Background: an optimization exercise with open tools, aiming at small area, a short achievable clock period and few clock cycles. Do not read the settings as production practice.
In this exercise RTL edits were held to simulation tests only and were not proved equivalent to the original.
Power figures rest on the tool's default switching activity, not on a simulated workload.

run 1:
==> flow/design.v (excerpt) <==
module huffman (
	input  logic        clk,
	input  logic        reset,
	input  logic        gray_valid,
	input  logic [7:0]  gray_data,
	output logic        cnt_valid,
	output logic [47:0] cnt,           
	output logic        code_valid,
	output logic [47:0] hc,            
	output logic [47:0] m              
);
	localparam int NUM_SYMBOLS = 6;
	localparam int CNT_W       = 8;
	localparam int CODE_W      = 8;
	localparam int SAMPLE_W    = 8;
	localparam int IDX_W       = 3;
	logic                                    burst_end;
	logic [NUM_SYMBOLS-1:0][CNT_W-1:0]       init_cnt;
	logic [NUM_SYMBOLS-1:0][IDX_W-1:0]       init_pos;
	logic                                    first;
	logic                                    merge;
	logic                                    last;
	logic [NUM_SYMBOLS-1:0]                  sym_a;
	logic [NUM_SYMBOLS-1:0]                  sym_b;
	logic [NUM_SYMBOLS-1:0]                  sym_c;
	logic                                    c_first;
	freq_counter #(
		.NUM_SYMBOLS (NUM_SYMBOLS),
		.CNT_W       (CNT_W),
		.SAMPLE_W    (SAMPLE_W)
	) freq_counter_i (
		.clk        (clk),
		.reset      (reset),
		.gray_valid (gray_valid),
		.gray_data  (gray_data),
		.cnt        (cnt),
		.cnt_valid  (cnt_valid),
		.burst_end  (burst_end)
	);
	count_sorter #(
		.NUM_SYMBOLS (NUM_SYMBOLS),
		.CNT_W       (CNT_W),
		.IDX_W       (IDX_W)
	) count_sorter_i (
		.cnt        (cnt),
		.init_cnt (init_cnt),
		.init_pos   (init_pos)
	);
	tree_merger #(
		.NUM_SYMBOLS (NUM_SYMBOLS),
		.CNT_W       (CNT_W),
		.IDX_W       (IDX_W)
	) tree_merger_i (
		.clk        (clk),
		.reset      (reset),
		.load       (burst_end),
		.init_cnt (init_cnt),
		.init_pos   (init_pos),
		.first      (first),
		.merge      (merge),
		.last       (last),
		.sym_a      (sym_a),
		.sym_b      (sym_b),
		.sym_c      (sym_c),
		.c_first    (c_first)
	);
	code_builder #(
		.NUM_SYMBOLS (NUM_SYMBOLS),
		.CODE_W      (CODE_W)
	) code_builder_i (
		.clk        (clk),
		.reset      (reset),
		.start      (first),
		.merge      (merge),
		.last       (last),
		.sym_a      (sym_a),
		.sym_b      (sym_b),
		.sym_c      (sym_c),
		.c_first    (c_first),
		.hc         (hc),
		.m          (m),
		.code_valid (code_valid)
	);
endmodule
Size: about 200 flip-flops, about 160 I/O pins.
==> module count_sorter, before the edit <==
module count_sorter #(
	parameter int NUM_SYMBOLS = 6,
	parameter int CNT_W       = 8,
	parameter int IDX_W       = 3
) (
	input  logic [NUM_SYMBOLS-1:0][CNT_W-1:0]  cnt,
	output logic [NUM_SYMBOLS-1:0][CNT_W-1:0]  init_cnt,    
	output logic [NUM_SYMBOLS-1:0][IDX_W-1:0]  init_pos     
);
	localparam int N = NUM_SYMBOLS;
	logic two_first;    
	assign two_first = (cnt[1] <= cnt[0]);
	always_comb begin
		for (int k = 2; k < N; k++) begin
			init_cnt[k - 2] = cnt[k];
			init_pos[k]     = IDX_W'(k - 2);
		end
		init_cnt[N - 2] = two_first ? cnt[1] : cnt[0];
		init_cnt[N - 1] = two_first ? cnt[0] : cnt[1];
		init_pos[0]     = two_first ? IDX_W'(N - 1) : IDX_W'(N - 2);
		init_pos[1]     = two_first ? IDX_W'(N - 2) : IDX_W'(N - 1);
	end
endmodule
==> module tree_merger, before the edit <==
module tree_merger #(
	parameter int NUM_SYMBOLS = 6,
	parameter int CNT_W       = 8,
	parameter int IDX_W       = 3
) (
	input  logic                                    clk,
	input  logic                                    reset,
	input  logic                                    load,          
	input  logic [NUM_SYMBOLS-1:0][CNT_W-1:0]       init_cnt,
	input  logic [NUM_SYMBOLS-1:0][IDX_W-1:0]       init_pos,
	output logic                                    first,         
	output logic                                    merge,         
	output logic                                    last,          
	output logic [NUM_SYMBOLS-1:0]                  sym_a,         
	output logic [NUM_SYMBOLS-1:0]                  sym_b,         
	output logic [NUM_SYMBOLS-1:0]                  sym_c,         
	output logic                                    c_first        
);
	localparam int N          = NUM_SYMBOLS;
	localparam int SORT_STEPS = N - 2;
	localparam int STEPS      = SORT_STEPS + N - 2;    
	logic [N-1:0][CNT_W-1:0]  e;
	logic [N-1:0][N-1:0]      at;       
	logic [STEPS-1:0]         run;      
	logic                     sorting;
	logic                     sort_next;    
	logic [CNT_W-1:0]         x;            
	logic [N+1:0]             lt;           
	logic [N+1:0][CNT_W-1:0]  ex;           
	logic [N-1:0]             ins;          
	logic [N-1:0]             head;         
	logic [CNT_W-1:0]         u;
	logic [CNT_W-1:0]         v;
	logic [CNT_W-1:0]         sum_uv;
	logic [CNT_W-1:0]         sum_ux;
	logic                     take_uv;
	assign sorting   = run[STEPS - SORT_STEPS];
	assign sort_next = run[STEPS - SORT_STEPS + 1];
	assign u      = sorting ? e[1] : e[2];
	assign v      = sorting ? e[2] : e[3];
	assign sum_uv = u + v;
	assign sum_ux = u + x;
	assign take_uv = sorting ? lt[2] : lt[3];
	always_comb begin
		for (int p = 0; p < N + 2; p++)
			ex[p] = (p < N) ? e[p] : '1;
		lt = '0;
		for (int p = 1; p < N; p++)
			lt[p] = (e[p] < x)
				|| (p <= SORT_STEPS - 1 && run[STEPS - SORT_STEPS + p]);    
		lt[0] = 1'b1;
		if (!sorting)
			lt[1] = 1'b1;
		for (int q = 0; q < N; q++)
			ins[q] = sorting ? (lt[q] && !lt[q + 1]) : (lt[q + 1] && !lt[q + 2]);
		for (int k = 0; k < N; k++) begin
			sym_a[k] = at[k][0];
			sym_b[k] = at[k][1];
			sym_c[k] = at[k][2];
			head[k]  = at[k][0] || (!sorting && at[k][1]);
		end
	end
	assign first   = run[STEPS - 1];
	assign c_first = lt[2];
	always_ff @(posedge clk) begin
		if (reset) begin
			run   <= '0;
			merge <= 1'b0;
			last  <= 1'b0;
		end else if (load) begin
			run   <= '1;
			merge <= 1'b0;
			last  <= 1'b0;
		end else begin
			run   <= run >> 1;
			merge <= run[1] && !run[STEPS - SORT_STEPS + 1];
			last  <= run[1] && !run[2];
		end
	end
	always_ff @(posedge clk) begin
		if (!run[0])
			x <= init_cnt[0];
		else if (sort_next)
			x <= lt[1] ? e[1] : x;
		else
			x <= ({CNT_W{take_uv}} & sum_uv) | ({CNT_W{!take_uv}} & sum_ux);
	end
	always_ff @(posedge clk) begin
		if (!run[0]) begin
			e <= init_cnt;
			for (int k = 0; k < N; k++)
				at[k] <= N'(1) << init_pos[k];
		end else begin
			for (int q = 0; q < N; q++) begin
				if (sorting) begin
					if (lt[q + 1])
						e[q] <= ex[q + 1];
					else if (lt[q])
						e[q] <= x;
					else
						e[q] <= ex[q];
				end else begin
					if (lt[q + 2])
						e[q] <= ex[q + 2];
					else if (lt[q + 1])
						e[q] <= x;
					else
						e[q] <= ex[q + 1];
				end
			end
			for (int k = 0; k < N; k++) begin
				for (int q = 0; q < N; q++) begin
					if (sorting)
						at[k][q] <= (q + 1 < N && at[k][q + 1] && lt[q + 1])
						         || (q >= 1 && at[k][q] && !lt[q])
						         || (head[k] && ins[q]);
					else
						at[k][q] <= (q + 2 < N && at[k][q + 2] && lt[q + 2])
						         || (q >= 1 && q + 1 < N && at[k][q + 1] && !lt[q + 1])
						         || (head[k] && ins[q]);
				end
			end
		end
	end
endmodule
export LEC_CHECK = 0
export CAP_MARGIN = 20
export CORE_MARGIN = 2
export CORE_UTILIZATION = 40
export CTS_CLUSTER_DIAMETER = 80
export CTS_CLUSTER_SIZE = 20
export SETUP_SLACK_MARGIN = 3.0
export SLEW_MARGIN = 20
create_clock -name core_clock -period 6.0 [get_ports {clk}]
standard.sh (not shown) runs the stock make flow with config.mk's settings and CLKGATE_MAP_FILE= SYNTH_SCRIPT=/design/flow/synth_recipe.tcl, a recipe that flattens the netlist after the stock synthesis.
==> flow/flow/run.sh <==
#!/bin/bash
# The standard layout, with the smallest plain buffer on the ports and the
# resizer free to change a cell's footprint (the platform holds it to the same
# footprint, which keeps the port buffers in the slow delay-buffer family).
set -euo pipefail
bash standard.sh MATCH_CELL_FOOTPRINT=0 \
	"BUFFER_PORTS_ARGS=-buffer_cell sky130_fd_sc_hd__buf_1" \
	finish > standard_flow.log 2>&1
Testbench counts of run 1, summed over its fixed seeds: cycles 19,092.
Here is what was changed in the inputs of run 2 compared with run 1.
--- a/flow/design.v
+++ b/flow/design.v
@@ -45,22 +45,17 @@
 ) (
 	input  logic [NUM_SYMBOLS-1:0][CNT_W-1:0]  cnt,
 	output logic [NUM_SYMBOLS-1:0][CNT_W-1:0]  init_cnt,    
 	output logic [NUM_SYMBOLS-1:0][IDX_W-1:0]  init_pos     
 );
-	localparam int N = NUM_SYMBOLS;
-	logic two_first;    
-	assign two_first = (cnt[1] <= cnt[0]);
 	always_comb begin
-		for (int k = 2; k < N; k++) begin
-			init_cnt[k - 2] = cnt[k];
-			init_pos[k]     = IDX_W'(k - 2);
+		init_cnt[NUM_SYMBOLS-1] = cnt[0];
+		init_pos[0]             = IDX_W'(NUM_SYMBOLS - 1);
+		for (int k = 1; k < NUM_SYMBOLS; k++) begin
+			init_cnt[k - 1] = cnt[k];
+			init_pos[k]     = IDX_W'(k - 1);
 		end
-		init_cnt[N - 2] = two_first ? cnt[1] : cnt[0];
-		init_cnt[N - 1] = two_first ? cnt[0] : cnt[1];
-		init_pos[0]     = two_first ? IDX_W'(N - 1) : IDX_W'(N - 2);
-		init_pos[1]     = two_first ? IDX_W'(N - 2) : IDX_W'(N - 1);
 	end
 endmodule
 module tree_merger #(
 	parameter int NUM_SYMBOLS = 6,
 	parameter int CNT_W       = 8,
@@ -78,11 +73,11 @@
 	output logic [NUM_SYMBOLS-1:0]                  sym_b,         
 	output logic [NUM_SYMBOLS-1:0]                  sym_c,         
 	output logic                                    c_first        
 );
 	localparam int N          = NUM_SYMBOLS;
-	localparam int SORT_STEPS = N - 2;
+	localparam int SORT_STEPS = N - 1;
 	localparam int STEPS      = SORT_STEPS + N - 2;    
 	logic [N-1:0][CNT_W-1:0]  e;
 	logic [N-1:0][N-1:0]      at;       
 	logic [STEPS-1:0]         run;      
 	logic                     sorting;
@@ -122,25 +117,20 @@
 			sym_c[k] = at[k][2];
 			head[k]  = at[k][0] || (!sorting && at[k][1]);
 		end
 	end
 	assign first   = run[STEPS - 1];
+	assign merge   = run[0] && !sorting;
+	assign last    = run[0] && !run[1];
 	assign c_first = lt[2];
 	always_ff @(posedge clk) begin
-		if (reset) begin
-			run   <= '0;
-			merge <= 1'b0;
-			last  <= 1'b0;
-		end else if (load) begin
-			run   <= '1;
-			merge <= 1'b0;
-			last  <= 1'b0;
-		end else begin
-			run   <= run >> 1;
-			merge <= run[1] && !run[STEPS - SORT_STEPS + 1];
-			last  <= run[1] && !run[2];
-		end
+		if (reset)
+			run <= '0;
+		else if (load)
+			run <= '1;
+		else
+			run <= run >> 1;
 	end
 	always_ff @(posedge clk) begin
 		if (!run[0])
 			x <= init_cnt[0];
 		else if (sort_next)
Notes after the runs:
Across both runs, power density normalized to cell area was lower for run 2 than for run 1. Delta (run 2 minus run 1): area of the placeable core fell by 870 µm², die area lost about 2.5%, total placed instance area decreased 2.9%, starting density of the core was more or less identical. From run 1 to run 2 the numbers moved as follows: final critical-path share of the clock period shows an increase of 0.37 points; portion of the post-synthesis area used by sequential elements shows an increase of 0.82 points; iteration-0 DRC count of the detailed router shows an increase of 55; final total power shows a reduction of 2.8%.
Testbench counts of run 2, summed over its fixed seeds: cycles 19,476.

-- separate check: timing with driven ports --
Ports are ideal in the flow. The routed layouts listed here were re-timed in OpenROAD.
Step 1 assumes that a clkbuf_16 drives the clock port and a buf_2 every other input.
Step 2 times the ports against the registers' clock, not the clock port: input delays grow and output delays shrink by t, the midpoint of the rising clock arrivals with the driver on.
Three values: ideal, step 1, step 2; two values: the first two.
run | t (ns) | slack for setup (ns) | worst data-port slew with drivers (ns)
run 1 | 0.532 | 3.118 / 3.118 / 2.698 | 0.04
run 2 | 0.534 | 3.096 / 3.089 / 2.676 | 0.03
After both steps every run listed still meets setup and hold.
